Background: an optimization exercise with open tools, aiming at small area and a short achievable clock period. Do not read the settings as production practice.
The RTL was checked by simulation tests, not by an equivalence proof against the original design.

==> flow/design.v, too long to show whole: its modules and the start of the top module <==
// module mult_pipe: 1623 lines
// module mult_fa: 10 lines
// module mult_ha: 9 lines
// module mult_sched: 77 lines
module mult_sched
#(
    parameter int NREQ = 4,
    parameter int LAT  = 1
) (
    input  logic                      pclk,
    input  logic                      reset,
    input  logic [NREQ-1:0]           req_valid,
    output logic [NREQ-1:0]           req_ready,
    input  logic [NREQ*A_W-1:0]       req_a,
    input  logic [NREQ*B_W-1:0]       req_b,
    input  logic [NREQ-1:0]           req_mask,
    output logic                      rsp_valid,
    output logic [$clog2(NREQ)-1:0]   rsp_id,
    output logic [P_W-1:0]            rsp_data,
    output logic                      busy
);
  // ...
==> flow/flow/run.sh <==
#!/bin/bash
# Layout: the standard flow (standard.sh) with these changes to how it is made:
#  - synthesis maps logic with an area-oriented ABC script (flow/abc_area.script, picked
#    through ABC_AREA=1 from a copy of the ORFS scripts folder);
#  - the port buffers that placement inserts on every input and output are buf_1 cells;
#  - timing repair aims for a larger setup margin up to clock tree synthesis, and a
#    smaller one after global routing.
# Each tool's output goes to its own log under orfs/logs/; make's output to run_make*.log.
set -euo pipefail
rm -rf scripts_own
cp -r "$FLOW_HOME/scripts" scripts_own
cp flow/abc_area.script scripts_own/abc_area.script
BUF="BUFFER_PORTS_ARGS=-buffer_cell sky130_fd_sc_hd__buf_1"
bash standard.sh SCRIPTS_DIR="$PWD/scripts_own" SETUP_SLACK_MARGIN=7.0 "$BUF" cts > run_make_cts.log 2>&1
bash standard.sh SCRIPTS_DIR="$PWD/scripts_own" SETUP_SLACK_MARGIN=6.6 "$BUF" > run_make.log 2>&1
==> flow/flow/abc_area.script <==
strash
dch
amap
topo
stime -c
buffer -c
upsize -c
dnsize -c
==> flow/standard.sh <==
#!/bin/bash
# synth_recipe.tcl (not shown) runs the flow's synth.tcl, then flattens the netlist and writes it again
# the make line also repeats each setting of config.mk as NAME=value (left out here)
make -C /OpenROAD-flow-scripts/flow DESIGN_CONFIG=/design/flow/config.mk WORK_HOME=/design/flow/orfs CLKGATE_MAP_FILE= SYNTH_SCRIPT=/design/flow/synth_recipe.tcl "${@:-finish}"
==> flow/config.mk <==
export PLATFORM = sky130hd
export DESIGN_NAME = mult_sched
export DESIGN_NICKNAME = mult_sched
export VERILOG_FILES = /design/flow/design.v
export SDC_FILE = /design/flow/constraint.sdc
export NUM_CORES = 4
export LEC_CHECK = 0
export ABC_AREA = 1
export CAP_MARGIN = 20
export CORE_MARGIN = 2
export CORE_UTILIZATION = 50
export SLEW_MARGIN = 20
export SYNTH_HIERARCHICAL = 1
export SYNTH_MINIMUM_KEEP_SIZE = 0
==> flow/constraint.sdc <==
create_clock -name core_clock -period 15.0 [get_ports {pclk}]
set_input_delay 3.0000 -clock core_clock [delete_from_list [all_inputs] [get_ports {pclk}]]
set_output_delay 3.0000 -clock core_clock [all_outputs]
set_load 0.01 [all_outputs]
==> results.json, run 1 <==
{
  "n_clock_buffer": 17,
  "reg2reg_depth": 18,
  "dpl_cell_area_sq_um": 26400,
  "critical-path-max-stage-delay_ns": 0.61,
  "grt_pass1_vias": 26040,
  "ys_top_cells_by_count": "525 x nor2_1, 510 x a21oi_1, 452 x o22ai_1",
  "rsz0062_at_grt": "yes",
  "hold_buffers": 0,
  "die_w_microns": 228,
  "hp-start": "u_mult.lc_r$_DFFE_PP0P_",
  "route.detailed.drc": 0,
  "coreArea_sq_um": 49900,
  "port_buffers": 317,
  "arrival_ns": 8.47,
  "viasPerCell": 6.68,
  "nWellTaps": 672,
  "slew_viol_final": 0,
  "cap_violations": 0,
  "synth-simple-area-share_pct": 11.7,
  "buf_share_pct": 6.71,
  "fmax_mhz": 123,
  "wl_met3_microns": 11300,
  "async_flop_share_pct": 100,
  "dominant_cells": "multi-input combinational cells",
  "numClockSinks": 134,
  "dp_cells": 3812,
  "status": "no timing/DRC/antenna violations",
  "yosys.area_share.adder_pct": 36.6,
  "design_area_sq_um": 27500,
  "gr-usage-all-layers_pct": 39.7,
  "crit_fanout": 28,
  "crit_family": "adder cells",
  "met1_usage_pct": 50.4,
  "cts.clk_slew.worst_paths_ns": 0.07,
  "use_met3_pct": 11.0
}
==> inputs of run 2 (changes only) <==
--- a/flow/design.v
+++ b/flow/design.v
@@ -1303,27 +1303,23 @@
     mult_fa u_s759 (.a(c650), .b(s651), .c(s491), .s(s759), .co(c760));
     wire s761, c762;
     mult_fa u_s761 (.a(c652), .b(s653), .c(s495), .s(s761), .co(c762));
     wire s763, c764;
     mult_fa u_s763 (.a(c654), .b(s655), .c(s499), .s(s763), .co(c764));
     wire s765, c766;
     mult_fa u_s765 (.a(c656), .b(s657), .c(s503), .s(s765), .co(c766));
     wire s767, c768;
-    mult_ha u_s767 (.a(c712), .b(s713), .s(s767), .co(c768));
-    wire s769 = c714 ^ s715 ^ 1'b1;
-    wire c770 = (c714 & s715) | (1'b1 & (c714 ^ s715));
+    mult_ha u_s767 (.a(c716), .b(s717), .s(s767), .co(c768));
+    wire s769 = c718 ^ s719 ^ 1'b1;
+    wire c770 = (c718 & s719) | (1'b1 & (c718 ^ s719));
     wire s771, c772;
-    mult_fa u_s771 (.a(c716), .b(s717), .c(pp13[28]), .s(s771), .co(c772));
-    wire s773 = c718 ^ s719 ^ 1'b1;
-    wire c774 = (c718 & s719) | (1'b1 & (c718 ^ s719));
-    wire s775, c776;
-    mult_fa u_s775 (.a(c720), .b(~pp12[32]), .c(pp13[30]), .s(s775), .co(c776));
-    wire s777 = pp13[31] ^ 1'b1;
-    wire c778 = pp13[31] & 1'b1;
+    mult_fa u_s771 (.a(c720), .b(~pp12[32]), .c(pp13[30]), .s(s771), .co(c772));
+    wire s773 = pp13[31] ^ 1'b1;
+    wire c774 = pp13[31] & 1'b1;
     wire [11:0] la_g = {(c738 & s739), (c736 & s737), (c734 & s735), (c732 & s733), (c730 & s731), (c728 & s729), (c726 & s727), (c724 & s725), (c722 & s723), (s721 & neg1), (pp0[1] & 1'b0), (pp0[0] & neg0)};
     wire [11:0] la_p = {(c738 ^ s739), (c736 ^ s737), (c734 ^ s735), (c732 ^ s733), (c730 ^ s731), (c728 ^ s729), (c726 ^ s727), (c724 ^ s725), (c722 ^ s723), (s721 ^ neg1), (pp0[1] ^ 1'b0), (pp0[0] ^ neg0)};
     wire la_G1 = la_g[1] | (la_p[1] & la_g[0]);
     wire la_P1 = la_p[1] & la_p[0];
     wire la_G2 = la_g[3] | (la_p[3] & la_g[2]);
     wire la_P2 = la_p[3] & la_p[2];
     wire la_G3 = la_g[5] | (la_p[5] & la_g[4]);
     wire la_P3 = la_p[5] & la_p[4];
@@ -1356,56 +1352,46 @@
     wire la_G17 = la_g[8] | (la_p[8] & la_G16);
     wire la_P17 = la_p[8] & la_P16;
     wire la_G18 = la_G5 | (la_P5 & la_G16);
     wire la_P18 = la_P5 & la_P16;
     wire la_G19 = la_G11 | (la_P11 & la_G16);
     wire la_P19 = la_P11 & la_P16;
     wire la_G20 = la_G12 | (la_P12 & la_G16);
     wire la_P20 = la_P12 & la_P16;
-    wire [7:0] ta_g = {(1'b1 & 1'b0), (c778 & ~pp13[32]), (c776 & s777), (c774 & s775), (c772 & s773), (c770 & s771), (c768 & s769), (s767 & pp13[26])};
-    wire [7:0] ta_p = {(1'b1 ^ 1'b0), (c778 ^ ~pp13[32]), (c776 ^ s777), (c774 ^ s775), (c772 ^ s773), (c770 ^ s771), (c768 ^ s769), (s767 ^ pp13[26])};
+    wire [5:0] ta_g = {(1'b1 & 1'b0), (c774 & ~pp13[32]), (c772 & s773), (c770 & s771), (c768 & s769), (s767 & pp13[28])};
+    wire [5:0] ta_p = {(1'b1 ^ 1'b0), (c774 ^ ~pp13[32]), (c772 ^ s773), (c770 ^ s771), (c768 ^ s769), (s767 ^ pp13[28])};
     wire ta_G1 = ta_g[1] | (ta_p[1] & ta_g[0]);
     wire ta_P1 = ta_p[1] & ta_p[0];
     wire ta_G2 = ta_g[3] | (ta_p[3] & ta_g[2]);
     wire ta_P2 = ta_p[3] & ta_p[2];
     wire ta_G3 = ta_g[5] | (ta_p[5] & ta_g[4]);
     wire ta_P3 = ta_p[5] & ta_p[4];
-    wire ta_G4 = ta_g[7] | (ta_p[7] & ta_g[6]);
-    wire ta_P4 = ta_p[7] & ta_p[6];
-    wire ta_G5 = ta_g[2] | (ta_p[2] & ta_G1);
-    wire ta_P5 = ta_p[2] & ta_P1;
-    wire ta_G6 = ta_G2 | (ta_P2 & ta_G1);
-    wire ta_P6 = ta_P2 & ta_P1;
-    wire ta_G7 = ta_g[6] | (ta_p[6] & ta_G3);
-    wire ta_P7 = ta_p[6] & ta_P3;
-    wire ta_G8 = ta_G4 | (ta_P4 & ta_G3);
-    wire ta_P8 = ta_P4 & ta_P3;
-    wire ta_G9 = ta_g[4] | (ta_p[4] & ta_G6);
-    wire ta_P9 = ta_p[4] & ta_P6;
-    wire ta_G10 = ta_G3 | (ta_P3 & ta_G6);
-    wire ta_P10 = ta_P3 & ta_P6;
-    wire ta_G11 = ta_G7 | (ta_P7 & ta_G6);
-    wire ta_P11 = ta_P7 & ta_P6;
-    wire ta_G12 = ta_G8 | (ta_P8 & ta_G6);
-    wire ta_P12 = ta_P8 & ta_P6;
+    wire ta_G4 = ta_g[2] | (ta_p[2] & ta_G1);
+    wire ta_P4 = ta_p[2] & ta_P1;
+    wire ta_G5 = ta_G2 | (ta_P2 & ta_G1);
+    wire ta_P5 = ta_P2 & ta_P1;
+    wire ta_G6 = ta_g[4] | (ta_p[4] & ta_G5);
+    wire ta_P6 = ta_p[4] & ta_P5;
+    wire ta_G7 = ta_G3 | (ta_P3 & ta_G5);
+    wire ta_P7 = ta_P3 & ta_P5;
     wire [11:0] l_d = {(la_p[11] ^ la_G19), (la_p[10] ^ la_G18), (la_p[9] ^ la_G17), (la_p[8] ^ la_G16), (la_p[7] ^ la_G15), (la_p[6] ^ la_G14), (la_p[5] ^ la_G13), (la_p[4] ^ la_G8), (la_p[3] ^ la_G7), (la_p[2] ^ la_G1), (la_p[1] ^ la_g[0]), la_p[0]};
     logic [11:0] l_r;
     wire lc_d = la_G20;
     logic lc_r;
-    wire [39:0] s_d = {c710, c708, c706, c704, c702, c700, c698, c696, c694, c692, c690, c688, c686, c684, c682, c680, c678, c676, c674, c672, c670, c668, c666, c664, c662, c660, c766, c764, c762, c760, c758, c756, c754, c752, c750, c748, c746, c744, c742, c740};
-    logic [39:0] s_r;
-    wire [39:0] c_d = {s711, s709, s707, s705, s703, s701, s699, s697, s695, s693, s691, s689, s687, s685, s683, s681, s679, s677, s675, s673, s671, s669, s667, s665, s663, s661, c658, s765, s763, s761, s759, s757, s755, s753, s751, s749, s747, s745, s743, s741};
-    logic [39:0] c_r;
-    wire [26:0] d_d = {s611, s607, s603, s599, s595, s591, s587, s583, s579, s575, s571, s567, s563, s559, s555, s551, s547, s543, s539, s535, s531, s527, s523, s519, s515, s511, s659};
-    logic [26:0] d_r;
+    wire [41:0] s_d = {c714, c712, c710, c708, c706, c704, c702, c700, c698, c696, c694, c692, c690, c688, c686, c684, c682, c680, c678, c676, c674, c672, c670, c668, c666, c664, c662, c660, c766, c764, c762, c760, c758, c756, c754, c752, c750, c748, c746, c744, c742, c740};
+    logic [41:0] s_r;
+    wire [41:0] c_d = {s715, s713, s711, s709, s707, s705, s703, s701, s699, s697, s695, s693, s691, s689, s687, s685, s683, s681, s679, s677, s675, s673, s671, s669, s667, s665, s663, s661, c658, s765, s763, s761, s759, s757, s755, s753, s751, s749, s747, s745, s743, s741};
+    logic [41:0] c_r;
+    wire [28:0] d_d = {1'b1, pp13[26], s611, s607, s603, s599, s595, s591, s587, s583, s579, s575, s571, s567, s563, s559, s555, s551, s547, s543, s539, s535, s531, s527, s523, s519, s515, s511, s659};
+    logic [28:0] d_r;
     wire e_d = s507;
     logic e_r;
-    wire [7:0] t_d = {(ta_p[7] ^ ta_G11), (ta_p[6] ^ ta_G10), (ta_p[5] ^ ta_G9), (ta_p[4] ^ ta_G6), (ta_p[3] ^ ta_G5), (ta_p[2] ^ ta_G1), (ta_p[1] ^ ta_g[0]), ta_p[0]};
-    logic [7:0] t_r;
+    wire [5:0] t_d = {(ta_p[5] ^ ta_G6), (ta_p[4] ^ ta_G5), (ta_p[3] ^ ta_G4), (ta_p[2] ^ ta_G1), (ta_p[1] ^ ta_g[0]), ta_p[0]};
+    logic [5:0] t_r;
     always_ff @(posedge pclk or posedge reset) begin
         if (reset) begin
             l_r <= '0;
             lc_r <= '0;
             s_r <= '0;
             c_r <= '0;
             d_r <= '0;
             e_r <= '0;
@@ -1469,18 +1455,22 @@
     wire fs23, fc23;
     mult_fa u_pf23 (.a(s_r[36]), .b(c_r[36]), .c(d_r[23]), .s(fs23), .co(fc23));
     wire fs24, fc24;
     mult_fa u_pf24 (.a(s_r[37]), .b(c_r[37]), .c(d_r[24]), .s(fs24), .co(fc24));
     wire fs25, fc25;
     mult_fa u_pf25 (.a(s_r[38]), .b(c_r[38]), .c(d_r[25]), .s(fs25), .co(fc25));
     wire fs26, fc26;
     mult_fa u_pf26 (.a(s_r[39]), .b(c_r[39]), .c(d_r[26]), .s(fs26), .co(fc26));
-    wire [40:0] ma_g = {(t_r[0] & fc26), (fs26 & fc25), (fs25 & fc24), (fs24 & fc23), (fs23 & fc22), (fs22 & fc21), (fs21 & fc20), (fs20 & fc19), (fs19 & fc18), (fs18 & fc17), (fs17 & fc16), (fs16 & fc15), (fs15 & fc14), (fs14 & fc13), (fs13 & fc12), (fs12 & fc11), (fs11 & fc10), (fs10 & fc9), (fs9 & fc8), (fs8 & fc7), (fs7 & fc6), (fs6 & fc5), (fs5 & fc4), (fs4 & fc3), (fs3 & fc2), (fs2 & fc1), (fs1 & fc0), (fs0 & e_r), (s_r[12] & c_r[12]), (s_r[11] & c_r[11]), (s_r[10] & c_r[10]), (s_r[9] & c_r[9]), (s_r[8] & c_r[8]), (s_r[7] & c_r[7]), (s_r[6] & c_r[6]), (s_r[5] & c_r[5]), (s_r[4] & c_r[4]), (s_r[3] & c_r[3]), (s_r[2] & c_r[2]), (s_r[1] & c_r[1]), (s_r[0] & c_r[0])};
-    wire [40:0] ma_p = {(t_r[0] ^ fc26), (fs26 ^ fc25), (fs25 ^ fc24), (fs24 ^ fc23), (fs23 ^ fc22), (fs22 ^ fc21), (fs21 ^ fc20), (fs20 ^ fc19), (fs19 ^ fc18), (fs18 ^ fc17), (fs17 ^ fc16), (fs16 ^ fc15), (fs15 ^ fc14), (fs14 ^ fc13), (fs13 ^ fc12), (fs12 ^ fc11), (fs11 ^ fc10), (fs10 ^ fc9), (fs9 ^ fc8), (fs8 ^ fc7), (fs7 ^ fc6), (fs6 ^ fc5), (fs5 ^ fc4), (fs4 ^ fc3), (fs3 ^ fc2), (fs2 ^ fc1), (fs1 ^ fc0), (fs0 ^ e_r), (s_r[12] ^ c_r[12]), (s_r[11] ^ c_r[11]), (s_r[10] ^ c_r[10]), (s_r[9] ^ c_r[9]), (s_r[8] ^ c_r[8]), (s_r[7] ^ c_r[7]), (s_r[6] ^ c_r[6]), (s_r[5] ^ c_r[5]), (s_r[4] ^ c_r[4]), (s_r[3] ^ c_r[3]), (s_r[2] ^ c_r[2]), (s_r[1] ^ c_r[1]), (s_r[0] ^ c_r[0])};
+    wire fs27, fc27;
+    mult_fa u_pf27 (.a(s_r[40]), .b(c_r[40]), .c(d_r[27]), .s(fs27), .co(fc27));
+    wire fs28, fc28;
+    mult_fa u_pf28 (.a(s_r[41]), .b(c_r[41]), .c(d_r[28]), .s(fs28), .co(fc28));
+    wire [42:0] ma_g = {(t_r[0] & fc28), (fs28 & fc27), (fs27 & fc26), (fs26 & fc25), (fs25 & fc24), (fs24 & fc23), (fs23 & fc22), (fs22 & fc21), (fs21 & fc20), (fs20 & fc19), (fs19 & fc18), (fs18 & fc17), (fs17 & fc16), (fs16 & fc15), (fs15 & fc14), (fs14 & fc13), (fs13 & fc12), (fs12 & fc11), (fs11 & fc10), (fs10 & fc9), (fs9 & fc8), (fs8 & fc7), (fs7 & fc6), (fs6 & fc5), (fs5 & fc4), (fs4 & fc3), (fs3 & fc2), (fs2 & fc1), (fs1 & fc0), (fs0 & e_r), (s_r[12] & c_r[12]), (s_r[11] & c_r[11]), (s_r[10] & c_r[10]), (s_r[9] & c_r[9]), (s_r[8] & c_r[8]), (s_r[7] & c_r[7]), (s_r[6] & c_r[6]), (s_r[5] & c_r[5]), (s_r[4] & c_r[4]), (s_r[3] & c_r[3]), (s_r[2] & c_r[2]), (s_r[1] & c_r[1]), (s_r[0] & c_r[0])};
+    wire [42:0] ma_p = {(t_r[0] ^ fc28), (fs28 ^ fc27), (fs27 ^ fc26), (fs26 ^ fc25), (fs25 ^ fc24), (fs24 ^ fc23), (fs23 ^ fc22), (fs22 ^ fc21), (fs21 ^ fc20), (fs20 ^ fc19), (fs19 ^ fc18), (fs18 ^ fc17), (fs17 ^ fc16), (fs16 ^ fc15), (fs15 ^ fc14), (fs14 ^ fc13), (fs13 ^ fc12), (fs12 ^ fc11), (fs11 ^ fc10), (fs10 ^ fc9), (fs9 ^ fc8), (fs8 ^ fc7), (fs7 ^ fc6), (fs6 ^ fc5), (fs5 ^ fc4), (fs4 ^ fc3), (fs3 ^ fc2), (fs2 ^ fc1), (fs1 ^ fc0), (fs0 ^ e_r), (s_r[12] ^ c_r[12]), (s_r[11] ^ c_r[11]), (s_r[10] ^ c_r[10]), (s_r[9] ^ c_r[9]), (s_r[8] ^ c_r[8]), (s_r[7] ^ c_r[7]), (s_r[6] ^ c_r[6]), (s_r[5] ^ c_r[5]), (s_r[4] ^ c_r[4]), (s_r[3] ^ c_r[3]), (s_r[2] ^ c_r[2]), (s_r[1] ^ c_r[1]), (s_r[0] ^ c_r[0])};
     wire ma_gc = ma_g[0] | (ma_p[0] & lc_r);
     wire ma_G1 = ma_g[1] | (ma_p[1] & ma_gc);
     wire ma_P1 = ma_p[1] & ma_p[0];
     wire ma_G2 = ma_g[3] | (ma_p[3] & ma_g[2]);
     wire ma_P2 = ma_p[3] & ma_p[2];
     wire ma_G3 = ma_g[5] | (ma_p[5] & ma_g[4]);
     wire ma_P3 = ma_p[5] & ma_p[4];
     wire ma_G4 = ma_g[7] | (ma_p[7] & ma_g[6]);
@@ -1512,124 +1502,130 @@
     wire ma_G17 = ma_g[33] | (ma_p[33] & ma_g[32]);
     wire ma_P17 = ma_p[33] & ma_p[32];
     wire ma_G18 = ma_g[35] | (ma_p[35] & ma_g[34]);
     wire ma_P18 = ma_p[35] & ma_p[34];
     wire ma_G19 = ma_g[37] | (ma_p[37] & ma_g[36]);
     wire ma_P19 = ma_p[37] & ma_p[36];
     wire ma_G20 = ma_g[39] | (ma_p[39] & ma_g[38]);
     wire ma_P20 = ma_p[39] & ma_p[38];
-    wire ma_G21 = ma_G2 | (ma_P2 & ma_G1);
-    wire ma_P21 = ma_P2 & ma_P1;
-    wire ma_G22 = ma_G4 | (ma_P4 & ma_G3);
-    wire ma_P22 = ma_P4 & ma_P3;
-    wire ma_G23 = ma_G6 | (ma_P6 & ma_G5);
-    wire ma_P23 = ma_P6 & ma_P5;
-    wire ma_G24 = ma_G8 | (ma_P8 & ma_G7);
-    wire ma_P24 = ma_P8 & ma_P7;
-    wire ma_G25 = ma_G10 | (ma_P10 & ma_G9);
-    wire ma_P25 = ma_P10 & ma_P9;
-    wire ma_G26 = ma_G12 | (ma_P12 & ma_G11);
-    wire ma_P26 = ma_P12 & ma_P11;
-    wire ma_G27 = ma_G14 | (ma_P14 & ma_G13);
-    wire ma_P27 = ma_P14 & ma_P13;
-    wire ma_G28 = ma_G16 | (ma_P16 & ma_G15);
-    wire ma_P28 = ma_P16 & ma_P15;
-    wire ma_G29 = ma_G18 | (ma_P18 & ma_G17);
-    wire ma_P29 = ma_P18 & ma_P17;
-    wire ma_G30 = ma_G20 | (ma_P20 & ma_G19);
-    wire ma_P30 = ma_P20 & ma_P19;
-    wire ma_G31 = ma_G22 | (ma_P22 & ma_G21);
-    wire ma_P31 = ma_P22 & ma_P21;
-    wire ma_G32 = ma_G24 | (ma_P24 & ma_G23);
-    wire ma_P32 = ma_P24 & ma_P23;
-    wire ma_G33 = ma_G26 | (ma_P26 & ma_G25);
-    wire ma_P33 = ma_P26 & ma_P25;
-    wire ma_G34 = ma_G28 | (ma_P28 & ma_G27);
-    wire ma_P34 = ma_P28 & ma_P27;
-    wire ma_G35 = ma_G30 | (ma_P30 & ma_G29);
-    wire ma_P35 = ma_P30 & ma_P29;
-    wire ma_G36 = ma_G32 | (ma_P32 & ma_G31);
-    wire ma_P36 = ma_P32 & ma_P31;
-    wire ma_G37 = ma_G34 | (ma_P34 & ma_G33);
-    wire ma_P37 = ma_P34 & ma_P33;
-    wire ma_G38 = ma_G37 | (ma_P37 & ma_G36);
-    wire ma_P38 = ma_P37 & ma_P36;
-    wire ma_G39 = ma_G33 | (ma_P33 & ma_G36);
-    wire ma_P39 = ma_P33 & ma_P36;
-    wire ma_G40 = ma_G35 | (ma_P35 & ma_G38);
-    wire ma_P40 = ma_P35 & ma_P38;
-    wire ma_G41 = ma_G23 | (ma_P23 & ma_G31);
-    wire ma_P41 = ma_P23 & ma_P31;
-    wire ma_G42 = ma_G25 | (ma_P25 & ma_G36);
-    wire ma_P42 = ma_P25 & ma_P36;
-    wire ma_G43 = ma_G27 | (ma_P27 & ma_G39);
-    wire ma_P43 = ma_P27 & ma_P39;
-    wire ma_G44 = ma_G29 | (ma_P29 & ma_G38);
-    wire ma_P44 = ma_P29 & ma_P38;
-    wire ma_G45 = ma_G3 | (ma_P3 & ma_G21);
-    wire ma_P45 = ma_P3 & ma_P21;
-    wire ma_G46 = ma_G5 | (ma_P5 & ma_G31);
-    wire ma_P46 = ma_P5 & ma_P31;
-    wire ma_G47 = ma_G7 | (ma_P7 & ma_G41);
-    wire ma_P47 = ma_P7 & ma_P41;
-    wire ma_G48 = ma_G9 | (ma_P9 & ma_G36);
-    wire ma_P48 = ma_P9 & ma_P36;
-    wire ma_G49 = ma_G11 | (ma_P11 & ma_G42);
-    wire ma_P49 = ma_P11 & ma_P42;
-    wire ma_G50 = ma_G13 | (ma_P13 & ma_G39);
-    wire ma_P50 = ma_P13 & ma_P39;
-    wire ma_G51 = ma_G15 | (ma_P15 & ma_G43);
-    wire ma_P51 = ma_P15 & ma_P43;
-    wire ma_G52 = ma_G17 | (ma_P17 & ma_G38);
-    wire ma_P52 = ma_P17 & ma_P38;
-    wire ma_G53 = ma_G19 | (ma_P19 & ma_G44);
-    wire ma_P53 = ma_P19 & ma_P44;
-    wire ma_G54 = ma_g[2] | (ma_p[2] & ma_G1);
-    wire ma_P54 = ma_p[2] & ma_P1;
-    wire ma_G55 = ma_g[4] | (ma_p[4] & ma_G21);
-    wire ma_P55 = ma_p[4] & ma_P21;
-    wire ma_G56 = ma_g[6] | (ma_p[6] & ma_G45);
-    wire ma_P56 = ma_p[6] & ma_P45;
-    wire ma_G57 = ma_g[8] | (ma_p[8] & ma_G31);
-    wire ma_P57 = ma_p[8] & ma_P31;
-    wire ma_G58 = ma_g[10] | (ma_p[10] & ma_G46);
-    wire ma_P58 = ma_p[10] & ma_P46;
-    wire ma_G59 = ma_g[12] | (ma_p[12] & ma_G41);
-    wire ma_P59 = ma_p[12] & ma_P41;
-    wire ma_G60 = ma_g[14] | (ma_p[14] & ma_G47);
-    wire ma_P60 = ma_p[14] & ma_P47;
-    wire ma_G61 = ma_g[16] | (ma_p[16] & ma_G36);
-    wire ma_P61 = ma_p[16] & ma_P36;
-    wire ma_G62 = ma_g[18] | (ma_p[18] & ma_G48);
-    wire ma_P62 = ma_p[18] & ma_P48;
-    wire ma_G63 = ma_g[20] | (ma_p[20] & ma_G42);
-    wire ma_P63 = ma_p[20] & ma_P42;
-    wire ma_G64 = ma_g[22] | (ma_p[22] & ma_G49);
-    wire ma_P64 = ma_p[22] & ma_P49;
-    wire ma_G65 = ma_g[24] | (ma_p[24] & ma_G39);
-    wire ma_P65 = ma_p[24] & ma_P39;
-    wire ma_G66 = ma_g[26] | (ma_p[26] & ma_G50);
-    wire ma_P66 = ma_p[26] & ma_P50;
-    wire ma_G67 = ma_g[28] | (ma_p[28] & ma_G43);
-    wire ma_P67 = ma_p[28] & ma_P43;
-    wire ma_G68 = ma_g[30] | (ma_p[30] & ma_G51);
-    wire ma_P68 = ma_p[30] & ma_P51;
-    wire ma_G69 = ma_g[32] | (ma_p[32] & ma_G38);
-    wire ma_P69 = ma_p[32] & ma_P38;
-    wire ma_G70 = ma_g[34] | (ma_p[34] & ma_G52);
-    wire ma_P70 = ma_p[34] & ma_P52;
-    wire ma_G71 = ma_g[36] | (ma_p[36] & ma_G44);
-    wire ma_P71 = ma_p[36] & ma_P44;
-    wire ma_G72 = ma_g[38] | (ma_p[38] & ma_G53);
-    wire ma_P72 = ma_p[38] & ma_P53;
-    wire ma_G73 = ma_g[40] | (ma_p[40] & ma_G40);
-    wire ma_P73 = ma_p[40] & ma_P40;
-    wire [40:0] m_sum = {(ma_p[40] ^ ma_G40), (ma_p[39] ^ ma_G72), (ma_p[38] ^ ma_G53), (ma_p[37] ^ ma_G71), (ma_p[36] ^ ma_G44), (ma_p[35] ^ ma_G70), (ma_p[34] ^ ma_G52), (ma_p[33] ^ ma_G69), (ma_p[32] ^ ma_G38), (ma_p[31] ^ ma_G68), (ma_p[30] ^ ma_G51), (ma_p[29] ^ ma_G67), (ma_p[28] ^ ma_G43), (ma_p[27] ^ ma_G66), (ma_p[26] ^ ma_G50), (ma_p[25] ^ ma_G65), (ma_p[24] ^ ma_G39), (ma_p[23] ^ ma_G64), (ma_p[22] ^ ma_G49), (ma_p[21] ^ ma_G63), (ma_p[20] ^ ma_G42), (ma_p[19] ^ ma_G62), (ma_p[18] ^ ma_G48), (ma_p[17] ^ ma_G61), (ma_p[16] ^ ma_G36), (ma_p[15] ^ ma_G60), (ma_p[14] ^ ma_G47), (ma_p[13] ^ ma_G59), (ma_p[12] ^ ma_G41), (ma_p[11] ^ ma_G58), (ma_p[10] ^ ma_G46), (ma_p[9] ^ ma_G57), (ma_p[8] ^ ma_G31), (ma_p[7] ^ ma_G56), (ma_p[6] ^ ma_G45), (ma_p[5] ^ ma_G55), (ma_p[4] ^ ma_G21), (ma_p[3] ^ ma_G54), (ma_p[2] ^ ma_G1), (ma_p[1] ^ ma_gc), (ma_p[0] ^ lc_r)};
-    wire [6:0] t_sum = {(t_r[7] ^ (ma_G73 & (&t_r[6:1]))), (t_r[6] ^ (ma_G73 & (&t_r[5:1]))), (t_r[5] ^ (ma_G73 & (&t_r[4:1]))), (t_r[4] ^ (ma_G73 & (&t_r[3:1]))), (t_r[3] ^ (ma_G73 & (&t_r[2:1]))), (t_r[2] ^ (ma_G73 & (&t_r[1:1]))), (t_r[1] ^ ma_G73)};
+    wire ma_G21 = ma_g[41] | (ma_p[41] & ma_g[40]);
+    wire ma_P21 = ma_p[41] & ma_p[40];
+    wire ma_G22 = ma_G2 | (ma_P2 & ma_G1);
+    wire ma_P22 = ma_P2 & ma_P1;
+    wire ma_G23 = ma_G4 | (ma_P4 & ma_G3);
+    wire ma_P23 = ma_P4 & ma_P3;
+    wire ma_G24 = ma_G6 | (ma_P6 & ma_G5);
+    wire ma_P24 = ma_P6 & ma_P5;
+    wire ma_G25 = ma_G8 | (ma_P8 & ma_G7);
+    wire ma_P25 = ma_P8 & ma_P7;
+    wire ma_G26 = ma_G10 | (ma_P10 & ma_G9);
+    wire ma_P26 = ma_P10 & ma_P9;
+    wire ma_G27 = ma_G12 | (ma_P12 & ma_G11);
+    wire ma_P27 = ma_P12 & ma_P11;
+    wire ma_G28 = ma_G14 | (ma_P14 & ma_G13);
+    wire ma_P28 = ma_P14 & ma_P13;
+    wire ma_G29 = ma_G16 | (ma_P16 & ma_G15);
+    wire ma_P29 = ma_P16 & ma_P15;
+    wire ma_G30 = ma_G18 | (ma_P18 & ma_G17);
+    wire ma_P30 = ma_P18 & ma_P17;
+    wire ma_G31 = ma_G20 | (ma_P20 & ma_G19);
+    wire ma_P31 = ma_P20 & ma_P19;
+    wire ma_G32 = ma_G23 | (ma_P23 & ma_G22);
+    wire ma_P32 = ma_P23 & ma_P22;
+    wire ma_G33 = ma_G25 | (ma_P25 & ma_G24);
+    wire ma_P33 = ma_P25 & ma_P24;
+    wire ma_G34 = ma_G27 | (ma_P27 & ma_G26);
+    wire ma_P34 = ma_P27 & ma_P26;
+    wire ma_G35 = ma_G29 | (ma_P29 & ma_G28);
+    wire ma_P35 = ma_P29 & ma_P28;
+    wire ma_G36 = ma_G31 | (ma_P31 & ma_G30);
+    wire ma_P36 = ma_P31 & ma_P30;
+    wire ma_G37 = ma_G33 | (ma_P33 & ma_G32);
+    wire ma_P37 = ma_P33 & ma_P32;
+    wire ma_G38 = ma_G35 | (ma_P35 & ma_G34);
+    wire ma_P38 = ma_P35 & ma_P34;
+    wire ma_G39 = ma_G38 | (ma_P38 & ma_G37);
+    wire ma_P39 = ma_P38 & ma_P37;
+    wire ma_G40 = ma_G34 | (ma_P34 & ma_G37);
+    wire ma_P40 = ma_P34 & ma_P37;
+    wire ma_G41 = ma_G36 | (ma_P36 & ma_G39);
+    wire ma_P41 = ma_P36 & ma_P39;
+    wire ma_G42 = ma_G24 | (ma_P24 & ma_G32);
+    wire ma_P42 = ma_P24 & ma_P32;
+    wire ma_G43 = ma_G26 | (ma_P26 & ma_G37);
+    wire ma_P43 = ma_P26 & ma_P37;
+    wire ma_G44 = ma_G28 | (ma_P28 & ma_G40);
+    wire ma_P44 = ma_P28 & ma_P40;
+    wire ma_G45 = ma_G30 | (ma_P30 & ma_G39);
+    wire ma_P45 = ma_P30 & ma_P39;
+    wire ma_G46 = ma_G3 | (ma_P3 & ma_G22);
+    wire ma_P46 = ma_P3 & ma_P22;
+    wire ma_G47 = ma_G5 | (ma_P5 & ma_G32);
+    wire ma_P47 = ma_P5 & ma_P32;
+    wire ma_G48 = ma_G7 | (ma_P7 & ma_G42);
+    wire ma_P48 = ma_P7 & ma_P42;
+    wire ma_G49 = ma_G9 | (ma_P9 & ma_G37);
+    wire ma_P49 = ma_P9 & ma_P37;
+    wire ma_G50 = ma_G11 | (ma_P11 & ma_G43);
+    wire ma_P50 = ma_P11 & ma_P43;
+    wire ma_G51 = ma_G13 | (ma_P13 & ma_G40);
+    wire ma_P51 = ma_P13 & ma_P40;
+    wire ma_G52 = ma_G15 | (ma_P15 & ma_G44);
+    wire ma_P52 = ma_P15 & ma_P44;
+    wire ma_G53 = ma_G17 | (ma_P17 & ma_G39);
+    wire ma_P53 = ma_P17 & ma_P39;
+    wire ma_G54 = ma_G19 | (ma_P19 & ma_G45);
+    wire ma_P54 = ma_P19 & ma_P45;
+    wire ma_G55 = ma_G21 | (ma_P21 & ma_G41);
+    wire ma_P55 = ma_P21 & ma_P41;
+    wire ma_G56 = ma_g[2] | (ma_p[2] & ma_G1);
+    wire ma_P56 = ma_p[2] & ma_P1;
+    wire ma_G57 = ma_g[4] | (ma_p[4] & ma_G22);
+    wire ma_P57 = ma_p[4] & ma_P22;
+    wire ma_G58 = ma_g[6] | (ma_p[6] & ma_G46);
+    wire ma_P58 = ma_p[6] & ma_P46;
+    wire ma_G59 = ma_g[8] | (ma_p[8] & ma_G32);
+    wire ma_P59 = ma_p[8] & ma_P32;
+    wire ma_G60 = ma_g[10] | (ma_p[10] & ma_G47);
+    wire ma_P60 = ma_p[10] & ma_P47;
+    wire ma_G61 = ma_g[12] | (ma_p[12] & ma_G42);
+    wire ma_P61 = ma_p[12] & ma_P42;
+    wire ma_G62 = ma_g[14] | (ma_p[14] & ma_G48);
+    wire ma_P62 = ma_p[14] & ma_P48;
+    wire ma_G63 = ma_g[16] | (ma_p[16] & ma_G37);
+    wire ma_P63 = ma_p[16] & ma_P37;
+    wire ma_G64 = ma_g[18] | (ma_p[18] & ma_G49);
+    wire ma_P64 = ma_p[18] & ma_P49;
+    wire ma_G65 = ma_g[20] | (ma_p[20] & ma_G43);
+    wire ma_P65 = ma_p[20] & ma_P43;
+    wire ma_G66 = ma_g[22] | (ma_p[22] & ma_G50);
+    wire ma_P66 = ma_p[22] & ma_P50;
+    wire ma_G67 = ma_g[24] | (ma_p[24] & ma_G40);
+    wire ma_P67 = ma_p[24] & ma_P40;
+    wire ma_G68 = ma_g[26] | (ma_p[26] & ma_G51);
+    wire ma_P68 = ma_p[26] & ma_P51;
+    wire ma_G69 = ma_g[28] | (ma_p[28] & ma_G44);
+    wire ma_P69 = ma_p[28] & ma_P44;
+    wire ma_G70 = ma_g[30] | (ma_p[30] & ma_G52);
+    wire ma_P70 = ma_p[30] & ma_P52;
+    wire ma_G71 = ma_g[32] | (ma_p[32] & ma_G39);
+    wire ma_P71 = ma_p[32] & ma_P39;
+    wire ma_G72 = ma_g[34] | (ma_p[34] & ma_G53);
+    wire ma_P72 = ma_p[34] & ma_P53;
+    wire ma_G73 = ma_g[36] | (ma_p[36] & ma_G45);
+    wire ma_P73 = ma_p[36] & ma_P45;
+    wire ma_G74 = ma_g[38] | (ma_p[38] & ma_G54);
+    wire ma_P74 = ma_p[38] & ma_P54;
+    wire ma_G75 = ma_g[40] | (ma_p[40] & ma_G41);
+    wire ma_P75 = ma_p[40] & ma_P41;
+    wire ma_G76 = ma_g[42] | (ma_p[42] & ma_G55);
+    wire ma_P76 = ma_p[42] & ma_P55;
+    wire [42:0] m_sum = {(ma_p[42] ^ ma_G55), (ma_p[41] ^ ma_G75), (ma_p[40] ^ ma_G41), (ma_p[39] ^ ma_G74), (ma_p[38] ^ ma_G54), (ma_p[37] ^ ma_G73), (ma_p[36] ^ ma_G45), (ma_p[35] ^ ma_G72), (ma_p[34] ^ ma_G53), (ma_p[33] ^ ma_G71), (ma_p[32] ^ ma_G39), (ma_p[31] ^ ma_G70), (ma_p[30] ^ ma_G52), (ma_p[29] ^ ma_G69), (ma_p[28] ^ ma_G44), (ma_p[27] ^ ma_G68), (ma_p[26] ^ ma_G51), (ma_p[25] ^ ma_G67), (ma_p[24] ^ ma_G40), (ma_p[23] ^ ma_G66), (ma_p[22] ^ ma_G50), (ma_p[21] ^ ma_G65), (ma_p[20] ^ ma_G43), (ma_p[19] ^ ma_G64), (ma_p[18] ^ ma_G49), (ma_p[17] ^ ma_G63), (ma_p[16] ^ ma_G37), (ma_p[15] ^ ma_G62), (ma_p[14] ^ ma_G48), (ma_p[13] ^ ma_G61), (ma_p[12] ^ ma_G42), (ma_p[11] ^ ma_G60), (ma_p[10] ^ ma_G47), (ma_p[9] ^ ma_G59), (ma_p[8] ^ ma_G32), (ma_p[7] ^ ma_G58), (ma_p[6] ^ ma_G46), (ma_p[5] ^ ma_G57), (ma_p[4] ^ ma_G22), (ma_p[3] ^ ma_G56), (ma_p[2] ^ ma_G1), (ma_p[1] ^ ma_gc), (ma_p[0] ^ lc_r)};
+    wire [4:0] t_sum = {(t_r[5] ^ (ma_G76 & (&t_r[4:1]))), (t_r[4] ^ (ma_G76 & (&t_r[3:1]))), (t_r[3] ^ (ma_G76 & (&t_r[2:1]))), (t_r[2] ^ (ma_G76 & (&t_r[1:1]))), (t_r[1] ^ ma_G76)};
     assign p = {t_sum, m_sum, l_r};
 endmodule
 module mult_fa (
     input  logic a,
     input  logic b,
     input  logic c,
     output logic s,
     output logic co
--- a/flow/flow/run.sh
+++ b/flow/flow/run.sh
@@ -6,10 +6,10 @@
 #  - timing repair aims for a larger setup margin up to clock tree synthesis, and a
 #    smaller one after global routing.
 # Each tool's output goes to its own log under orfs/logs/; make's output to run_make*.log.
 set -euo pipefail
 rm -rf scripts_own
 cp -r "$FLOW_HOME/scripts" scripts_own
 cp flow/abc_area.script scripts_own/abc_area.script
 BUF="BUFFER_PORTS_ARGS=-buffer_cell sky130_fd_sc_hd__buf_1"
-bash standard.sh SCRIPTS_DIR="$PWD/scripts_own" SETUP_SLACK_MARGIN=7.0 "$BUF" cts > run_make_cts.log 2>&1
-bash standard.sh SCRIPTS_DIR="$PWD/scripts_own" SETUP_SLACK_MARGIN=6.6 "$BUF" > run_make.log 2>&1
+bash standard.sh SCRIPTS_DIR="$PWD/scripts_own" SETUP_SLACK_MARGIN=7.15 "$BUF" cts > run_make_cts.log 2>&1
+bash standard.sh SCRIPTS_DIR="$PWD/scripts_own" SETUP_SLACK_MARGIN=6.75 "$BUF" > run_make.log 2>&1
==> results.json, run 2 <==
{
  "syn-num-nets": 3835,
  "finalCriticalPeriod_ns": 8.06,
  "clk_path_buf_depth": 2,
  "die_h_microns": 228,
  "tightest_slew_ns": 1.03,
  "ys_top_cells_by_count": "529 x nor2_1, 509 x a21oi_1, 451 x o22ai_1",
  "critPathKind": "in2reg",
  "synth_area_leaders": "fa_1 31%, dfrtp_1 14%, o22ai_1 11%",
  "start_util_pct": 50.4,
  "dp_cells": 3821,
  "synth_top_family_by_area": "adder cells",
  "grt_pass1_wl_microns": 161000,
  "yosysTopAreaCell": "fa_1",
  "dpl_cell_area_sq_um": 26700,
  "yosysUniqueCellTypes": 45,
  "cts.clk_slew.worst_paths_ns": 0.07,
  "synth.yosys.seq_area_share_pct": 13.7,
  "hold_violations": 0,
  "area_growth_syn_to_layout_pct": 10.5,
  "firstDrtPassIters": 9,
  "antenna_cells": 0,
  "synth_ff_type": "dfrtp_1",
  "dieArea_sq_um": 52200,
  "yosysTopAreaCellShare_pct": 31.1,
  "crit_family": "adder cells",
  "crit_fanout": 28,
  "status": "no timing/DRC/antenna violations",
  "io_pins": 318,
  "cap_violations": 0,
  "cts_buffers": 17,
  "final_layout_size_suffix_gt1_share_pct": 8.34,
  "routed_wl_microns": 106000,
  "coreArea_sq_um": 50000,
  "dpl.hpwl_microns": 66900,
  "endpoint_kind": "register",
  "synth_xor_area_share_pct": 0,
  "hold_path_class": "reg2reg",
  "reg2reg_depth": 19,
  "synthesis.instances": 3084,
  "avgRoutedWirePerCell_microns": 27.3,
  "crit_slowest_cell": "inv_2",
  "drt-initial-drc-count": 3148,
  "grt_max_degree": 92,
  "setup_viol": 0,
  "synth-compound-area-share_pct": 30.5,
  "gr-usage-all-layers_pct": 40.8,
  "crit_buf_inv": 5,
  "synth_edf_count": 0,
  "postRouteAntennaNets": 0,
  "grt_pass1_vias": 26602,
  "die_w_microns": 228,
  "clkLatencyLatePin_ns": 0.51,
  "htree_levels": 4,
  "fmax_mhz": 124,
  "viasPerCell": 6.77,
  "synth-simple-area-share_pct": 11.9,
  "path_depth": 22,
  "vias": 26312,
  "rows": 82,
  "yosys_register_bits": 138,
  "largestRegisters": "u_mult.c_r: 42 flops, u_mult.s_r: 42 flops, u_mult.d_r: 29 flops",
  "slew-limit-headroom_pct": 31.4,
  "fill_cells": 4704,
  "yosysMostFrequentCell": "nor2_1",
  "cts_tree": "done",
  "arrival_ns": 8.42,
  "layout_commonest_cell": "nor2_1",
  "route.detailed.drc": 0,
  "layout_worst_path_cycle_share_pct": 53.7,
  "final_cell_mix": "526 x nor2_1, 506 x a21oi_1, 431 x o22ai_1",
  "num-nets-final": 3953,
  "routabilityCongestion": 0.929,
  "rsz0062_at_grt": "no",
  "required_ns": 15.37,
  "design_area_sq_um": 27800,
  "antenna_found_initial": 2,
  "yosys.area_share.adder_pct": 36.6,
  "instances_no_fill": 3887,
  "yosysWarningCount": 9,
  "numClockSinks": 138,
  "critical-path-max-stage-delay_ns": 0.62,
  "overflow": 0,
  "port_buffers": 317,
  "cts_root_buffer": "clkbuf_16",
  "min_path_cells": 1,
  "avgSynthCellArea_sq_um": 8.16,
  "netlist_area_sq_um": 25200,
  "synthMuxAreaShare_pct": 0,
  "fin_tns_setup_ns": 0,
  "async_flop_share_pct": 100,
  "cp-start-kind": "input pin",
  "fin_skew_ns": 0.00850,
  "cp_cell_sequence": "buf_1 > nor2b_4 > inv_2 > o221ai_4 > bufinv_16 > a222oi_1 > nand2_1 > inv_2 > o22ai_1 > nor2_1 > a21oi_1 > ha_1 > fa_1 > fa_1 > fa_1 > ha_1 > inv_2 > nor2_1 > a211oi_2 > nor2_1 > a21oi_1 > o21ai_0",
  "slew_viol_final": 0
}
[run 2: cell count changes after synthesis, sizes merged, moves of 3 or more]
cell	change
clkbuf	+3
dfrtp	+4
a22o	+5
nor2	+4
inv	-9
buf	-4
[run 2: per-stage QoR]
step / util [%] / setup slack, ns / hold slack, ns
after floorplan: - / 7.14 / 0.451
after CTS: 55.6 / 7.13 / 0.498
after detailed placement: 53.4 / 5.83 / 0.479
final: 55.7 / 6.94 / 0.498
after global placement: 53.3 / 5.94 / 0.474
after global routing: 55.7 / 6.76 / 0.519
[run 2: modules after synthesis, one instance, submodules excluded]
module,area (sq um),flops+latches
mult_pipe,15800,133
mult_fa,20.0,0
mult_sched,1640,5
mult_ha,12.5,0
[run 2: layout make-up]
type,instances,area [sq um],share of cell area [%]
inverters,145,587,2.11
clock inverters,13,134,0.481
well taps,672,841,3.02
clock buffers,19,443,1.59
flip-flops and latches,138,3450,12.4
repair inverters,5,30.0,0.108
multi-input cells,2491,20300,73.1
repair buffers,404,2000,7.19
[run 2: worst register-to-register path: stages (launching register included)]
cell      delay [ns]
dfrtp_1         0.40
inv_1           0.23
ha_1            0.36
a221oi_4        0.35
buf_4           0.40
a222oi_1        0.19
nand2_1         0.16
inv_1           0.08
nor2b_1         0.17
or2_2           0.14
buf_4           0.51
o22ai_1         0.20
a21oi_1         0.24
fa_1            0.47
fa_1            0.51
fa_1            0.42
fa_1            0.55
fa_1            0.43
nand2_1         0.07
o21ai_0         0.12
[run 2: kinds of logic (layout without fill, tap and decap cells)]
family / Yosys count / after routing
buf+inv: 459 / 586
simple gates: 756 / 759
fa+ha+maj: 501 / 501
flops: 138 / 138
compound gates: 1230 / 1231
[run 2: metal layers]
| layer | part of all wire, % | track usage, % |
|---|---|---|
| met1 | 38 | 51.8 |
| met2 | 46 | 64.2 |
| met3 | 9.9 | 8.68 |
| met4 | 6.2 | 24.7 |
| met5 | 0.012 | 0 |
[run 2: final timing paths]
check,from,end,slack (ns)
max reg2reg,rr_ptr_r[1]$_DFFE_PP0P_,u_mult.c_r[12]$_DFFE_PP0P_,8.84
min in group asynchronous,reset,rr_ptr_r[1]$_DFFE_PP0P_,2.55
max in group asynchronous,reset,u_mult.e_r$_DFFE_PP0P_,10.78
min reg2reg,u_mult.d_r[28]$_DFFE_PP0P_,u_mult.d_r[28]$_DFFE_PP0P_,0.50
max,req_valid[0],u_mult.l_r[11]$_DFFE_PP0P_,6.94
min,u_mult.d_r[28]$_DFFE_PP0P_,u_mult.d_r[28]$_DFFE_PP0P_,0.50
[run 2: repair_timing]
action	4_1_cts	5_1_grt
gates resized for setup	59	3
gates cloned	10	0
setup endpoints to repair	98	3
hold buffers	0	0
pin swaps	17	0
buffers inserted	24	0
==> inputs of run 3 (changes only) <==
--- a/flow/flow/run.sh
+++ b/flow/flow/run.sh
@@ -13,3 +13,3 @@
 BUF="BUFFER_PORTS_ARGS=-buffer_cell sky130_fd_sc_hd__buf_1"
-bash standard.sh SCRIPTS_DIR="$PWD/scripts_own" SETUP_SLACK_MARGIN=7.15 "$BUF" cts > run_make_cts.log 2>&1
-bash standard.sh SCRIPTS_DIR="$PWD/scripts_own" SETUP_SLACK_MARGIN=6.75 "$BUF" > run_make.log 2>&1
+bash standard.sh SCRIPTS_DIR="$PWD/scripts_own" SETUP_SLACK_MARGIN=7.0 "$BUF" cts > run_make_cts.log 2>&1
+bash standard.sh SCRIPTS_DIR="$PWD/scripts_own" SETUP_SLACK_MARGIN=6.6 "$BUF" > run_make.log 2>&1
--- a/flow/config.mk
+++ b/flow/config.mk
@@ -10,3 +10,3 @@
 export CORE_MARGIN = 2
-export CORE_UTILIZATION = 50
+export CORE_UTILIZATION = 60
 export SLEW_MARGIN = 20
==> results.json, run 3 <==
{
  "fmax_mhz": 122,
  "layout_worst_path_cycle_share_pct": 54.5,
  "postRouteAntennaNets": 0,
  "overflow": 0,
  "fill_cells": 3570,
  "firstDrtPassIters": 9,
  "rows": 75,
  "drt-initial-drc-count": 3562,
  "route.detailed.drc": 0,
  "num-nets-final": 3918,
  "numClockSinks": 138,
  "yosys_register_bits": 138,
  "coreArea_sq_um": 41700,
  "hold_path_class": "reg2reg",
  "layout_commonest_cell": "nor2_1",
  "hold_violations": 0,
  "slew-limit-headroom_pct": 32.9,
  "endpoint_kind": "register",
  "rsz0062_at_grt": "no",
  "ys_top_cells_by_count": "529 x nor2_1, 509 x a21oi_1, 451 x o22ai_1",
  "avgSynthCellArea_sq_um": 8.16,
  "finalCriticalPeriod_ns": 8.18,
  "routed_wl_microns": 97300,
  "routabilityCongestion": 1.00,
  "cts.clk_slew.worst_paths_ns": 0.06,
  "yosysTopAreaCell": "fa_1",
  "fin_skew_ns": 0.0113,
  "cp-start-kind": "input pin",
  "cap_violations": 0,
  "viasPerCell": 7.15,
  "status": "no timing/DRC/antenna violations",
  "layout_setup_ws_ns": 6.82,
  "dpl_cell_area_sq_um": 26300,
  "hold_buffers": 0,
  "grt_pass1_wl_microns": 150000,
  "critPathKind": "in2reg",
  "required_ns": 15.36,
  "yosysWarningCount": 9,
  "area_growth_syn_to_layout_pct": 7.83,
  "setup_viol": 0,
  "yosysTopAreaCellShare_pct": 31.1,
  "cts_buffers": 17,
  "start_util_pct": 60.4,
  "avgRoutedWirePerCell_microns": 26.1,
  "netlist_area_sq_um": 25200,
  "die_h_microns": 209,
  "dpl.hpwl_microns": 64800,
  "crit_fanout": 73,
  "yosysMostFrequentCell": "nor2_1",
  "async_flop_share_pct": 100,
  "yosysUniqueCellTypes": 45,
  "gr-usage-all-layers_pct": 44.8,
  "tightest_slew_ns": 1.01,
  "clk_path_buf_depth": 2,
  "fin_tns_setup_ns": 0,
  "grt_pass1_vias": 26984,
  "final_layout_size_suffix_gt1_share_pct": 6.13,
  "design_area_sq_um": 27100,
  "synth_area_leaders": "fa_1 31%, dfrtp_1 14%, o22ai_1 11%",
  "die_w_microns": 209,
  "io_pins": 318,
  "syn-num-nets": 3835,
  "grt_max_degree": 142,
  "port_buffers": 317,
  "dieArea_sq_um": 43600,
  "antenna_found_initial": 6,
  "htree_levels": 4,
  "clkLatencyLatePin_ns": 0.51,
  "final_cell_mix": "528 x nor2_1, 506 x a21oi_1, 437 x o22ai_1",
  "arrival_ns": 8.53,
  "synth.yosys.seq_area_share_pct": 13.7,
  "synth_edf_count": 0,
  "vias": 26645,
  "cts_root_buffer": "clkbuf_16",
  "cts_tree": "done",
  "post-place-ws_ns": 5.28,
  "largestRegisters": "u_mult.c_r: 42 flops, u_mult.s_r: 42 flops, u_mult.d_r: 29 flops",
  "synthesis.instances": 3084,
  "synth_ff_type": "dfrtp_1",
  "slew_viol_final": 0
}
-- run 3: cell counts after synthesis --
No cell type changed its count.
-- run 3: through the flow --
step / hold slack [ns] / utilization (%) / cells
floorplan: 0.451 / - / 3084
global placement: 0.474 / 63.1 / 3681
detailed placement: 0.479 / 63.1 / 3681
CTS: 0.494 / 65.1 / 3717
global route: 0.504 / 65.1 / 3722
finish: 0.493 / 65.2 / 3724
-- run 3: layout make-up --
class	instances	area [sq um]	area share, %
multi-input combinational	2488	20100	74.0
sequential	138	3450	12.7
timing repair buffer	376	1770	6.52
tap	539	674	2.48
inverter	145	559	2.06
clock buffer	18	439	1.62
clock inverter	14	153	0.562
antenna	5	12.5	0.0461
timing repair inverter	1	5.00	0.0184
-- run 3: worst max-delay path, cell delays in order --
cell	delay [ns]
buf_1	0.10
nor2b_4	0.16
inv_2	0.08
o221ai_2	0.25
inv_2	0.09
buf_12	0.22
a222oi_1	0.37
nand2_1	0.24
nor2b_1	0.21
o22ai_2	0.14
buf_4	0.48
o22ai_1	0.16
nor2_1	0.13
a21oi_1	0.07
fa_1	0.61
fa_1	0.44
fa_1	0.43
fa_1	0.51
fa_1	0.56
nand2_1	0.12
o21ai_0	0.08
-- run 3: routing by layer --
layer	track usage (%)	wire length, microns
met1	52.9	34000
met2	70.9	44300
met3	13.2	11200
met4	30.7	7750
met5	0	0
-- run 3: worst paths after layout --
path,cells after the start,from,slack [ns],endpoint
max,21,req_mask[0],6.82,u_mult.s_r[12]$_DFFE_PP0P_
min,2,u_mult.l_r[6]$_DFFE_PP0P_,0.49,u_mult.l_r[6]$_DFFE_PP0P_
max reg2reg,20,rr_ptr_r[1]$_DFFE_PP0P_,8.79,u_mult.s_r[12]$_DFFE_PP0P_
min reg2reg,2,u_mult.l_r[6]$_DFFE_PP0P_,0.49,u_mult.l_r[6]$_DFFE_PP0P_
max in group asynchronous,3,reset,10.89,u_mult.d_r[1]$_DFFE_PP0P_
min in group asynchronous,2,reset,2.52,id_r[1]$_DFF_PP0_
-- run 3: Yosys stat by module (local to each module, per instance) --
module | area, sq um | flops+latches | cells inside | copies in the design
mult_pipe | 15800 | 133 | 2435 | 1
mult_sched | 1640 | 5 | 246 | 1
mult_fa | 20.0 | 0 | 1 | 362
mult_ha | 12.5 | 0 | 1 | 41
-- run 3: logic make-up (layout without fill, tap and decap cells) --
group | after synthesis | in the layout | synth area share, %
other cells | 0 | 5 | 0
compound gates | 1230 | 1230 | 30.5
fa+ha+maj | 501 | 501 | 36.6
simple gates | 756 | 757 | 11.9
flops | 138 | 138 | 13.7
buf+inv | 459 | 554 | 7.27
-- run 3: repair_timing --
action / 4_1_cts / 5_1_grt
pin swaps: 4 / 3
setup endpoints to repair: 93 / 3
resized for setup: 44 / 2
cloned: 3 / 0
setup buffers: 1 / 2
==> inputs of run 4 (changes only) <==
--- a/flow/config.mk
+++ b/flow/config.mk
@@ -10,3 +10,3 @@
 export CORE_MARGIN = 2
-export CORE_UTILIZATION = 60
+export CORE_UTILIZATION = 50
 export SLEW_MARGIN = 20
==> results.json, run 4 <==
{
  "largestRegisters": "u_mult.c_r: 42 flops, u_mult.s_r: 42 flops, u_mult.d_r: 29 flops",
  "antenna_found_initial": 0,
  "slew_viol_final": 0,
  "clkLatencyLatePin_ns": 0.51,
  "overflow": 0,
  "num-nets-final": 3929,
  "htree_levels": 4,
  "cpMostUsedCell": "fa_1",
  "fmax_mhz": 123,
  "async_flop_share_pct": 100,
  "start_util_pct": 50.4,
  "yosysTopAreaCellShare_pct": 31.1,
  "avgRoutedWirePerCell_microns": 26.6,
  "post-place-ws_ns": 5.73,
  "cp-start-kind": "input pin",
  "routed_wl_microns": 103000,
  "grt_pass1_wl_microns": 157000,
  "use_met2_pct": 64.9,
  "tightest_slew_ns": 1.05,
  "clk_path_buf_depth": 2,
  "numClockSinks": 138,
  "synth_area_leaders": "fa_1 31%, dfrtp_1 14%, o22ai_1 11%",
  "critPathKind": "in2reg",
  "hold_path_class": "reg2reg",
  "area_growth_syn_to_layout_pct": 9.34,
  "slew-limit-headroom_pct": 30.3,
  "grt_max_degree": 143,
  "yosysUniqueCellTypes": 45,
  "grt_pass1_vias": 26467,
  "netlist_area_sq_um": 25200,
  "cts.clk_slew.worst_paths_ns": 0.07,
  "status": "no timing/DRC/antenna violations",
  "use_met3_pct": 9.88,
  "viasPerCell": 6.77,
  "layout_commonest_cell": "nor2_1",
  "io_pins": 318,
  "crit_slowest_cell": "fa_1",
  "rows": 82,
  "coreArea_sq_um": 50000,
  "synth.yosys.seq_area_share_pct": 13.7,
  "cts_buffers": 17,
  "final_layout_size_suffix_gt1_share_pct": 6.96,
  "gr-usage-all-layers_pct": 39.3,
  "required_ns": 15.35,
  "cts_root_buffer": "clkbuf_16",
  "synth_ff_type": "dfrtp_1",
  "die_w_microns": 228,
  "cts_tree": "done",
  "synthesis.instances": 3084,
  "dpl.hpwl_microns": 66100,
  "hold_violations": 0,
  "met1_usage_pct": 47.6,
  "cap_violations": 0,
  "grt.busiest_layer": "met2",
  "vias": 26159,
  "fin_tns_setup_ns": 0,
  "endpoint_kind": "register",
  "design_area_sq_um": 27500,
  "die_h_microns": 228,
  "critical-path-max-stage-delay_ns": 0.57,
  "layout_setup_ws_ns": 6.90,
  "dpl_cell_area_sq_um": 26500,
  "layout_worst_path_cycle_share_pct": 54.0,
  "avgSynthCellArea_sq_um": 8.16,
  "final_cell_mix": "527 x nor2_1, 498 x a21oi_1, 427 x o22ai_1",
  "ys_top_cells_by_count": "529 x nor2_1, 509 x a21oi_1, 451 x o22ai_1",
  "setup_viol": 0,
  "cp_cell_sequence": "buf_1 > nor2b_4 > inv_2 > o221ai_4 > inv_4 > buf_12 > a222oi_1 > nand2_1 > inv_1 > nor2b_1 > or2_2 > buf_6 > o22ai_1 > nor2_1 > a21oi_2 > fa_1 > fa_1 > fa_1 > fa_1 > fa_1 > nand2_1 > o21ai_0",
  "synth_edf_count": 0,
  "yosysMostFrequentCell": "nor2_1",
  "crit_fanout": 63,
  "fin_skew_ns": 0.0125,
  "arrival_ns": 8.45,
  "firstDrtPassIters": 9,
  "route.detailed.drc": 0,
  "routabilityCongestion": 0.943,
  "port_buffers": 317,
  "yosysWarningCount": 9,
  "dieArea_sq_um": 52200,
  "rsz0062_at_grt": "no",
  "drt-initial-drc-count": 3321,
  "finalCriticalPeriod_ns": 8.10,
  "yosys_register_bits": 138,
  "yosysTopAreaCell": "fa_1",
  "syn-num-nets": 3835,
  "postRouteAntennaNets": 0
}
-- run 4: path summary, 6_finish.rpt --
check                                           from                    endpoint  slack [ns]  depth (start not counted)
hold reg to reg            u_mult.l_r[2]$_DFFE_PP0P_   u_mult.l_r[2]$_DFFE_PP0P_        0.50                          1
min in group asynchronous                      reset     rr_ptr_r[0]$_DFFE_PP0P_        2.55                          2
setup / recovery                        req_valid[0]  u_mult.c_r[12]$_DFFE_PP0P_        6.90                         22
setup reg to reg             rr_ptr_r[1]$_DFFE_PP0P_  u_mult.c_r[24]$_DFFE_PP0P_        8.76                         19
hold / removal             u_mult.l_r[2]$_DFFE_PP0P_   u_mult.l_r[2]$_DFFE_PP0P_        0.50                          1
max in group asynchronous                      reset   u_mult.d_r[4]$_DFFE_PP0P_       10.91                          3
-- run 4: Yosys stat by module (local to each module, per instance) --
module | copies in the design | cells | flops+latches | area [sq um]
mult_sched | 1 | 246 | 5 | 1640
mult_ha | 41 | 1 | 0 | 12.5
mult_fa | 362 | 1 | 0 | 20.0
mult_pipe | 1 | 2435 | 133 | 15800
-- run 4: cell type report --
class	count	area [sq um]
flip-flops and latches	138	3450
repair buffers	384	1850
clock inverters	15	131
repair inverters	1	6.26
multi-input cells	2491	20200
diodes	1	2.50
clock buffers	17	425
well taps	672	841
inverters	145	573
fillers	4777	22400
-- run 4: worst max-delay path: cells and delay by family --
family,cells,cell delay (ns)
adder cells (fa/ha/maj),5,2.36
AO/OA/AOI/OAI,5,1.19
AND/OR/NAND/NOR,6,0.94
buffers and inverters,6,0.85
-- run 4: what timing repair did --
| action | 4_1_cts | 5_1_grt |
|---|---|---|
| setup buffers | 10 | 0 |
| gates cloned | 5 | 0 |
| resized for setup | 76 | 6 |
| endpoints found under the hold margin | 0 | 0 |
| hold buffers | 0 | 0 |
| pin swaps | 14 | 1 |
| endpoints found under the setup margin | 91 | 4 |
-- run 4: metrics by stage --
| step | utilization, % | std cells | hold WS [ns] |
|---|---|---|---|
| after floorplan | - | 3084 | 0.451 |
| after global placement | 53.0 | 3815 | 0.471 |
| after detailed placement | 53.0 | 3816 | 0.477 |
| after CTS | 55.1 | 3863 | 0.492 |
| after global routing | 55.1 | 3863 | 0.519 |
| final | 55.1 | 3864 | 0.502 |
-- run 4: routing by layer --
layer / share of wire [%] / vias up
met2: 47 / 1780
met4: 5.6 / 0
met1: 37 / 12659
li1: - / 11310
met5: 0 / -
met3: 10 / 410
-- run 4: cell families after synthesis --
logic type | synth area share, %
and+or+nand+nor | 11.9
adders and majority gates | 36.6
buffers and inverters | 7.27
AOI/OAI and AO/OA | 30.5
DFF | 13.7

==> port drivers added, routing unchanged <==
No port has a modelled driver above. Below, the same layouts with a new extraction and two added sets of constraints.
Step 1 sets driving cells, clkbuf_16 on the clock port and buf_2 on the other inputs (assumed; they add their load-dependent delay and slew).
Step 2, shift: input delay + t, output delay - t, t = (earliest + latest rising clock arrival at the registers) / 2. This alone moves slack from input paths to output paths.
Three values: ideal ports, drivers, drivers and shift; two values: the first two.
run | shift t [ns] | setup slack, ns | clock arrival spread, ns | worst register clock-pin slew, ns
run 1 | 0.549 | 6.875 / 6.910 / 6.361 | 0.016 / 0.016 | 0.07 / 0.07
run 2 | 0.585 | 6.943 / 6.987 / 6.401 | 0.015 / 0.015 | 0.08 / 0.08
run 3 | 0.564 | 6.823 / 6.861 / 6.297 | 0.012 / 0.012 | 0.07 / 0.07
run 4 | 0.579 | 6.896 / 6.932 / 6.353 | 0.021 / 0.020 | 0.08 / 0.08
After both steps setup and hold are still met in every run listed. For run 4, which loses most, drivers alone change the setup slack by +0.036 ns; drivers and shift together by -0.543 ns.
